What follows belongs to an exercise in optimizing a design on an open flow for a short achievable clock period and few clock cycles; a production flow would make more cautious choices.
No functional check of the RTL was part of this run.
Power figures rest on the tool's default switching activity, not on a simulated workload.

### flow/run.sh
#!/bin/bash
# synth_recipe.tcl (not shown) runs the flow's synth.tcl, then flattens the netlist and writes it again
# the make line also repeats each setting of config.mk as NAME=value (left out here)
make -C /OpenROAD-flow-scripts/flow DESIGN_CONFIG=/design/flow/config.mk WORK_HOME=/design/flow/orfs CLKGATE_MAP_FILE= SYNTH_SCRIPT=/design/flow/synth_recipe.tcl finish
### flow/config.mk
export PLATFORM = sky130hd
export DESIGN_NAME = riscvSingle
export DESIGN_NICKNAME = riscvSingle
export VERILOG_FILES = /design/flow/design.v
export SDC_FILE = /design/flow/constraint.sdc
export NUM_CORES = 4
export LEC_CHECK = 0
export ABC_CLOCK_PERIOD_IN_PS = 2500
export CAP_MARGIN = 20
export CORE_MARGIN = 2
export CORE_UTILIZATION = 50
export SETUP_SLACK_MARGIN = 5
export SLEW_MARGIN = 20
### flow/constraint.sdc
create_clock -name core_clock -period 8.3 [get_ports {clk}]
set_input_delay 1.6600 -clock core_clock [delete_from_list [all_inputs] [get_ports {clk}]]
set_output_delay 1.6600 -clock core_clock [all_outputs]
set_load 0.01 [all_outputs]
### flow/design.v
`default_nettype none
package riscvPkg;
    localparam logic [6:0] opLoad   = 7'd3;
    localparam logic [6:0] opStore  = 7'd35;
    localparam logic [6:0] opRType  = 7'd51;
    localparam logic [6:0] opIType  = 7'd19;
    localparam logic [6:0] opBranch = 7'd99;
    localparam logic [6:0] opJal    = 7'd111;
endpackage
`default_nettype wire
`timescale 1ns/1ps
`default_nettype none
module mainDeco (
    input  wire logic [31:0] instr,
    output logic             isLoad,
    output logic             isStore,
    output logic             isRType,
    output logic             isIType,
    output logic             isBranch,
    output logic             isJal,
    output logic             sameRs,
    output logic             useRs1,
    output logic             useRs2,
    output logic             regWrite,
    output logic [31:0]      immTgt,
    output logic [31:0]      immOp
);
    logic [6:0] op;
    assign op = instr[6:0];
    assign isJal    =  op[6] &  op[2];
    assign isBranch =  op[6] & ~op[2];
    assign isStore  = ~op[6] &  op[5] & ~op[4];
    assign isRType  = ~op[6] &  op[5] &  op[4];
    assign isIType  = ~op[6] & ~op[5] &  op[4];
    assign isLoad   = ~op[6] & ~op[5] & ~op[4];
    assign sameRs   = (instr[19:15] == instr[24:20]);
    assign useRs1   = ~isJal & ~(isBranch & sameRs);
    assign useRs2   = isRType | isStore | (isBranch & ~sameRs);
    assign regWrite = (isLoad | isRType | isIType | isJal) & (instr[11:7] != 5'd0);
    assign immTgt = op[2] ? {{12{instr[31]}}, instr[19:12], instr[20], instr[30:21], 1'b0}
                          : {{20{instr[31]}}, instr[7], instr[30:25], instr[11:8], 1'b0};
    assign immOp  = isJal   ? 32'd0 :
                    isStore ? {{20{instr[31]}}, instr[31:25], instr[11:7]}
                            : {{20{instr[31]}}, instr[31:20]};
endmodule
`default_nettype wire
`timescale 1ns/1ps
`default_nettype none
module aluDeco (
    input  wire logic       isRType,
    input  wire logic       isIType,
    input  wire logic [2:0] funct3,
    input  wire logic       funct7b5,
    output logic            selAdd,
    output logic            selAnd,
    output logic            selOr,
    output logic            selSlt,
    output logic            invB
);
    logic aluOp;
    assign aluOp  = isRType | isIType;
    assign selAnd = aluOp &  funct3[2] &  funct3[0];
    assign selOr  = aluOp &  funct3[2] & ~funct3[0];
    assign selSlt = aluOp & ~funct3[2] &  funct3[1];
    assign selAdd = ~(selAnd | selOr | selSlt);
    assign invB   = selSlt | (isRType & ~funct3[2] & ~funct3[1] & funct7b5);
endmodule
`default_nettype wire
`timescale 1ns/1ps
`default_nettype none
module regFile (
    input  wire logic        clk,
    input  wire logic        we,
    input  wire logic [4:0]  ra1,
    input  wire logic [4:0]  ra2,
    input  wire logic [4:0]  wa,
    input  wire logic [31:0] wd,
    output logic [31:0]      rd1,
    output logic [31:0]      rd2
);
    logic [31:0] regs [1:31];  
    always_ff @(posedge clk)
    begin
        if (we && (wa != 5'd0))
        begin
            regs[wa] <= wd;
        end
    end
    always_comb
    begin
        rd1 = 32'd0;
        rd2 = 32'd0;
        if (ra1 != 5'd0)
        begin
            rd1 = regs[ra1];
        end
        if (ra2 != 5'd0)
        begin
            rd2 = regs[ra2];
        end
    end
endmodule
`default_nettype wire
`timescale 1ns/1ps
`default_nettype none
module ksAdd #(
    parameter int W = 32
) (
    input  wire logic [W-1:0] a,
    input  wire logic [W-1:0] b,
    input  wire logic         cin,
    output logic [W-1:0]      s
);
    localparam int L = $clog2(W);
    logic [W-1:0]      p;
    logic [L:0][W-1:0] gg;
    logic [L:0][W-1:0] pp;
    assign p     = a ^ b;
    assign gg[0] = (a & b) | {{(W-1){1'b0}}, p[0] & cin};
    assign pp[0] = p;
    for (genvar l = 1; l <= L; l++)
    begin : gLevel
        for (genvar i = 0; i < W; i++)
        begin : gBit
            if (i >= (1 << (l - 1)))
            begin : gCombine
                assign gg[l][i] = gg[l-1][i] | (pp[l-1][i] & gg[l-1][i-(1<<(l-1))]);
                assign pp[l][i] = pp[l-1][i] & pp[l-1][i-(1<<(l-1))];
            end
            else
            begin : gPass
                assign gg[l][i] = gg[l-1][i];
                assign pp[l][i] = pp[l-1][i];
            end
        end
    end
    assign s = p ^ {gg[L][W-2:0], cin};
endmodule
module dataPath #(
    parameter logic [31:0] resetPc = 32'h0000_0000
) (
    input  wire logic        clk,
    input  wire logic        arstN,
    input  wire logic [31:0] instr,
    input  wire logic [31:0] readData,
    output logic [31:0]      pc,
    output logic [31:0]      memAddr,
    output logic [31:0]      memWriteData,
    output logic             memWrite
);
    logic [31:0] pcF;
    logic [31:0] pcPlus4F;
    logic [31:0] tgtF;
    logic        isLoad, isStore, isRType, isIType, isBranch, isJal;
    logic        sameRs, useRs1, useRs2, regWrite;
    logic        selAdd, selAnd, selOr, selSlt, invB;
    logic [31:0] immTgt, immOp;
    logic        uncondF;
    logic        stall, redirE;
    logic [31:0] tgtE;
    mainDeco mDeco (
        .instr    (instr),
        .isLoad   (isLoad),
        .isStore  (isStore),
        .isRType  (isRType),
        .isIType  (isIType),
        .isBranch (isBranch),
        .isJal    (isJal),
        .sameRs   (sameRs),
        .useRs1   (useRs1),
        .useRs2   (useRs2),
        .regWrite (regWrite),
        .immTgt   (immTgt),
        .immOp    (immOp)
    );
    aluDeco aDeco (
        .isRType  (isRType),
        .isIType  (isIType),
        .funct3   (instr[14:12]),
        .funct7b5 (instr[30]),
        .selAdd   (selAdd),
        .selAnd   (selAnd),
        .selOr    (selOr),
        .selSlt   (selSlt),
        .invB     (invB)
    );
    assign pcPlus4F = pcF + 32'd4;
    assign tgtF     = pcF + immTgt;
    assign uncondF  = isJal | (isBranch & sameRs);
    always_ff @(posedge clk or negedge arstN)
    begin
        if (!arstN)
        begin
            pcF <= resetPc;
        end
        else if (redirE)
        begin
            pcF <= tgtE;
        end
        else if (!stall)
        begin
            pcF <= uncondF ? tgtF : pcPlus4F;
        end
    end
    assign pc = pcF;
    logic        validD;
    logic [4:0]  rs1D, rs2D, rdD;
    logic        loadD, storeD, jalD, brD, useImmD, useRs1D, useRs2D, wrD;
    logic        selAddD, selAndD, selOrD, selSltD, invBD;
    logic [31:0] immOpD, linkD, tgtD;
    always_ff @(posedge clk or negedge arstN)
    begin
        if (!arstN)
        begin
            validD <= 1'b0;
        end
        else if (redirE)
        begin
            validD <= 1'b0;
        end
        else if (!stall)
        begin
            validD <= 1'b1;
        end
    end
    always_ff @(posedge clk)
    begin
        if (!stall)
        begin
            rs1D    <= instr[19:15];
            rs2D    <= instr[24:20];
            rdD     <= instr[11:7];
            loadD   <= isLoad;
            storeD  <= isStore;
            jalD    <= isJal;
            brD     <= isBranch & ~sameRs;
            useImmD <= ~(isRType | isBranch);
            useRs1D <= useRs1;
            useRs2D <= useRs2;
            wrD     <= regWrite;
            selAddD <= selAdd;
            selAndD <= selAnd;
            selOrD  <= selOr;
            selSltD <= selSlt;
            invBD   <= invB;
            immOpD  <= immOp ^ {32{invB}};
            linkD   <= pcPlus4F;
            tgtD    <= tgtF;
        end
    end
    logic        validE, loadE, wrE;
    logic [4:0]  rdE;
    logic        wrM, loadM;
    logic [4:0]  rdM;
    logic [31:0] resM;
    logic        wrW;
    logic [4:0]  rdW;
    logic [31:0] wbW;
    logic [31:0] rv1, rv2, fw1, fw2, aluRes, wbM;
    logic        fwE1, fwE2, fwM1, fwM2, fwW1, fwW2;
    regFile regs (
        .clk (clk),
        .we  (wrW),
        .ra1 (rs1D),
        .ra2 (rs2D),
        .wa  (rdW),
        .wd  (wbW),
        .rd1 (rv1),
        .rd2 (rv2)
    );
    assign wbM = loadM ? readData : resM;
    assign fwE1 = validE & wrE & (rdE == rs1D);
    assign fwE2 = validE & wrE & (rdE == rs2D);
    assign fwM1 = wrM & (rdM == rs1D);
    assign fwM2 = wrM & (rdM == rs2D);
    assign fwW1 = wrW & (rdW == rs1D);
    assign fwW2 = wrW & (rdW == rs2D);
    assign fw1 = fwE1 ? aluRes : (fwM1 ? wbM : (fwW1 ? wbW : rv1));
    assign fw2 = fwE2 ? aluRes : (fwM2 ? wbM : (fwW2 ? wbW : rv2));
    assign stall = validD & validE & loadE & wrE &
                   ((useRs1D & (rdE == rs1D)) | (useRs2D & (rdE == rs2D)));
    logic [31:0] aE, bE, stDataE;
    logic        cinE, selAddE, selAndE, selOrE, selSltE, storeE, brE;
    always_ff @(posedge clk or negedge arstN)
    begin
        if (!arstN)
        begin
            validE <= 1'b0;
        end
        else
        begin
            validE <= validD & ~stall & ~redirE;
        end
    end
    always_ff @(posedge clk)
    begin
        aE      <= jalD ? linkD : fw1;
        bE      <= useImmD ? immOpD : (fw2 ^ {32{invBD}});
        cinE    <= invBD;
        selAddE <= selAddD;
        selAndE <= selAndD;
        selOrE  <= selOrD;
        selSltE <= selSltD;
        loadE   <= loadD;
        storeE  <= storeD;
        wrE     <= wrD;
        rdE     <= rdD;
        brE     <= brD;
        tgtE    <= tgtD;
        stDataE <= fw2;
    end
    logic [31:0] sum;
    logic        lt, eq;
    ksAdd #(.W(32)) alu (
        .a   (aE),
        .b   (bE),
        .cin (cinE),
        .s   (sum)
    );
    assign lt     = (aE[31] == bE[31]) ? aE[31] : sum[31];
    assign aluRes = ({32{selAddE}} & sum) |
                    ({32{selAndE}} & (aE & bE)) |
                    ({32{selOrE}}  & (aE | bE)) |
                    {31'd0, selSltE & lt};
    assign eq     = (aE == bE);
    assign redirE = validE & brE & eq;
    logic        storeM;
    logic [31:0] stDataM;
    always_ff @(posedge clk or negedge arstN)
    begin
        if (!arstN)
        begin
            storeM <= 1'b0;
            wrM    <= 1'b0;
        end
        else
        begin
            storeM <= validE & storeE;
            wrM    <= validE & wrE;
        end
    end
    always_ff @(posedge clk)
    begin
        resM    <= aluRes;
        stDataM <= stDataE;
        loadM   <= loadE;
        rdM     <= rdE;
    end
    assign memAddr      = resM;
    assign memWriteData = stDataM;
    assign memWrite     = storeM;
    always_ff @(posedge clk or negedge arstN)
    begin
        if (!arstN)
        begin
            wrW <= 1'b0;
        end
        else
        begin
            wrW <= wrM;
        end
    end
    always_ff @(posedge clk)
    begin
        wbW <= wbM;
        rdW <= rdM;
    end
endmodule
`default_nettype wire
`timescale 1ns/1ps
`default_nettype none
module riscvSingle #(
    parameter logic [31:0] resetPc = 32'h0000_0000
) (
    input  wire logic        clk,
    input  wire logic        arstN,
    output logic [31:0]      pc,
    input  wire logic [31:0] instr,
    output logic [31:0]      memAddr,
    output logic [31:0]      memWriteData,
    output logic             memWrite,
    input  wire logic [31:0] memReadData
);
    dataPath #(
        .resetPc (resetPc)
    ) dPath (
        .clk          (clk),
        .arstN        (arstN),
        .instr        (instr),
        .readData     (memReadData),
        .pc           (pc),
        .memAddr      (memAddr),
        .memWriteData (memWriteData),
        .memWrite     (memWrite)
    );
endmodule
`default_nettype wire
==> impl_metrics.tcl <==
set metrics [dict create \
    finClkSkew_ps 25.29 \
    startpoint "instr[10]" \
    cpMostUsedCell "a31oi_4" \
    vias_per_cell 6.531 \
    p_leak_uw 0.02649 \
    setup.worst_path.end_class "register" \
    layout_commonest_cell "edfxtp_1" \
    cts.sink_count 1391 \
    placementRows 132 \
    start_util_pct 50.28 \
    root_buffer "clkbuf_16" \
    async_flop_share_pct 2.660 \
    power_density_nw_per_um2 282.7 \
    clkLatencyLatePin_ps 800 \
    yosys.area.top_type_share_pct 50.64 \
    hp-class "reg2reg" \
    grt_pass1_wl_mm 293.1 \
    syn2layout_area_growth_pct 18.12 \
    status "complete, no violations" \
    synth_edf_count 1095 \
    finalSetupTns_ps 0 \
    irDropWorstVdd_uv 201.1 \
    synthFlopType "edfxtp_1" \
    cts-buffers-inserted 149 \
    layout-drive-gt1-share_pct 30.37 \
    finalWeightedCongestion 0.9346 \
    hold_ws_ps 323.3 \
    cts.htree.levels 4 \
    cp-start-kind "input port" \
    post-route-period-util_pct 44.51 \
    grt_pass1_vias 39979 \
    yosys.area.top_type "edfxtp_1" \
    syn_area_um2 64940 \
    drt_iter0_drc 5394 \
    fin_crit_ps 3695 \
    cp_slowest_stage_delay_ps 330 \
    syn_avg_cell_area_um2 15.82 \
    cp.required_ps 8960 \
    grt_usage_pct 31.53 \
    detail_route.first_pass.iterations 6 \
    io_buffers 159 \
    num-nets-final 4556 \
    hp-start "dPath.tgtD[21]" \
    min_path_cells 0 \
    clk_pin_slew_ps 60 \
    slowest_stage "o31ai_4" \
    cts_tree "yes" \
    ctsLongestPathBuffers 3 \
    setup_viol 0 \
    core_area_um2 129200 \
    cp_max_fo 4 \
    cp.depth 14 \
    cts_hold_buf 0 \
    hold_violations 0 \
    path_cells "clkdlybuf4s15_2 -> mux2_4 -> ha_4 -> nor2b_2 -> o31a_1 -> o31ai_4 -> nand3_2 -> a31oi_4 -> o21ai_4 -> buf_4 -> a31oi_4 -> xnor2_2 -> o21ai_1 -> nand3_1" \
    fp.dieH_um 364.4 \
    slew_headroom_pct 27.35 \
    dieArea_um2 132800 \
    path_delay_family "compound AO/OA/AOI/OAI gates" \
    synth_fp_nets 4268 \
    ys_seq_area_share_pct 60.05 \
    yosysWarnings 2 \
    wl_per_cell_um 33.44 \
    maxSlewViolCount 0 \
    cap_violations 0 \
    final_cell_mix "edfxtp_1 (1095), mux4_2 (552), dfxtp_1 (236)" \
    drc_errors 0 \
    max_freq_ghz 0.2707 \
    cp.arrival_ps 4360 \
    wl_mm 209.4 \
    dp_hpwl_mm 120.7 \
    ant_nets 0 \
    critPathKind "in2reg" \
    rr_worst_depth 10 \
    rsz0062_at_grt "true" \
    io_pins 163 \
    antenna_found_initial 9 \
    synthCells 4104 \
    grt_start_max_net_pins 85 \
    synth_area_leaders "edfxtp_1 (51%), mux4_2 (19%), dfxtp_1 (8.0%)" \
    synth_cell_types 71 \
    routed-via-count 40890 \
    tightestPinTransition_ps 1088 \
    gr-total-overflow 0 \
    crit_buf_inv 2 \
    synth-seq-cells 1391 \
    die_x_um 364.4 \
]
[timing repair]
item,in CTS,in global routing
endpoints found under the setup margin,261,93
pin swaps,55,90
gates cloned,14,4
setup buffers,93,58
resized for setup,379,127
[layer usage]
metal / vias up / global-route usage [%] / wire [um]
met5: - / 0 / 0
met4: 0 / 13.06 / 9233
met3: 387 / 4.969 / 18210
met2: 2102 / 49.69 / 99070
met1: 21335 / 44.09 / 82850
li1: 17066 / - / -
[through the flow]
step | util, % | setup WS (ps) | instances | total power (uW) | area, um^2
3_3_place_gp | 53.18 | 2635 | 5814 | 14340 | 68680
6_report | 59.39 | 4605 | 6261 | 21690 | 76700
3_5_place_dp | 53.18 | 2605 | 5814 | 14380 | 68690
5_1_grt | 59.39 | 4538 | 6259 | 22460 | 76700
2_1_floorplan | - | 3993 | 4104 | 12290 | 65050
4_1_cts | 58.56 | 4645 | 6197 | 21360 | 75630
[worst paths after layout]
kind	slack, ps	end
max reg2reg	4860	dPath.bE[12]
min reg2reg	320	dPath.tgtE[21]
max in group asynchronous	6930	dPath.pcF[11]
min	320	dPath.tgtE[21]
max	4610	dPath.pcF[25]
min in group asynchronous	870	dPath.pcF[0]
[cells in the mapped netlist (64+ instances only)]
master / instances
edfxtp_1: 1095
mux4_2: 552
dfxtp_1: 259
nor2_1: 225
nand2_1: 212
a21oi_1: 204
clkbuf_1: 173
o21ai_0: 148
mux2i_1: 135
inv_1: 102
xnor2_1: 96
ha_1: 95
a211oi_1: 64
[area by class of cell]
| class | count | area (um^2) |
|---|---|---|
| antenna | 2 | 5.005 |
| clock buffer | 199 | 4165 |
| tap | 1742 | 2180 |
| clock inverter | 77 | 690.7 |
| fill | 9898 | 52450 |
| timing repair buffer | 420 | 4436 |
| inverter | 102 | 390.4 |
| sequential | 1391 | 39080 |
| multi-input combinational | 2328 | 25750 |
[worst reg2reg max path: stages (launching register included)]
cell and delay, ps:
dfxtp_4 380, buf_12 130, buf_8 110, buf_12 100
mux4_2 510, mux4_2 500, mux2_4 310, a222oi_1 720
mux2i_2 240, xnor2_1 200, a21oi_1 80
[power breakdown]
part	total [uW]	internal (uW)	switching, uW
Sequential	9770	9020	751
Clock	6640	3840	2790
Combinational	5280	2150	3130
[sequential cells by signal (all words and copies together) (netlist names), 5 cells and up, named ones only]
register         flops
dPath.wbW           32
dPath.tgtE          32
dPath.bE            32
dPath.stDataM       32
dPath.rdW            5
dPath.rs2D           5
dPath.stDataE       32
dPath.rdE            5
dPath.rdM            5
dPath.rdD            5
dPath.pcF           32
dPath.aE            32
dPath.tgtD          32
dPath.linkD         31
dPath.resM          32
dPath.regs.regs    992
dPath.immOpD        12
dPath.rs1D           5
[logic make-up after synthesis]
kind of cell / share of synthesized area, %
AOI/OAI and AO/OA: 6.900
xor gates and xnor gates: 1.983
adders and majority gates: 1.923
buffers and inverters: 2.547
DFF: 60.05
muxes: 22.16
and+or+nand+nor: 4.437

## port drivers added, routing unchanged
The results above use ideal ports. As a check the final layout listed here was re-extracted and re-timed, cells and wires unchanged.
Step 1 (the two cells are an assumption about what drives the block):
set clk [get_ports {clk}]
set_driving_cell -lib_cell sky130_fd_sc_hd__clkbuf_16 $clk
set_driving_cell -lib_cell sky130_fd_sc_hd__buf_2 [delete_from_list [all_inputs] $clk]
Step 2 adds t to the input delays and takes it off the output delays; t is the mean of the earliest and latest rising clock arrival at the registers after step 1. Input paths then give back, and output paths get back, about the clock's delay inside the block.
Slacks: ideal / step 1 / step 2; pairs: ideal / step 1.
t (ns): 0.858
setup WS [ns]: 4.605 / 4.605 / 3.747
hold slack, ns: 0.323 / 0.323 / 0.323
pins driven straight from the clock port: 1
After both steps this run still meets setup and hold. For this run, drivers alone change the setup slack by 0.000 ns; drivers and shift together by -0.858 ns.
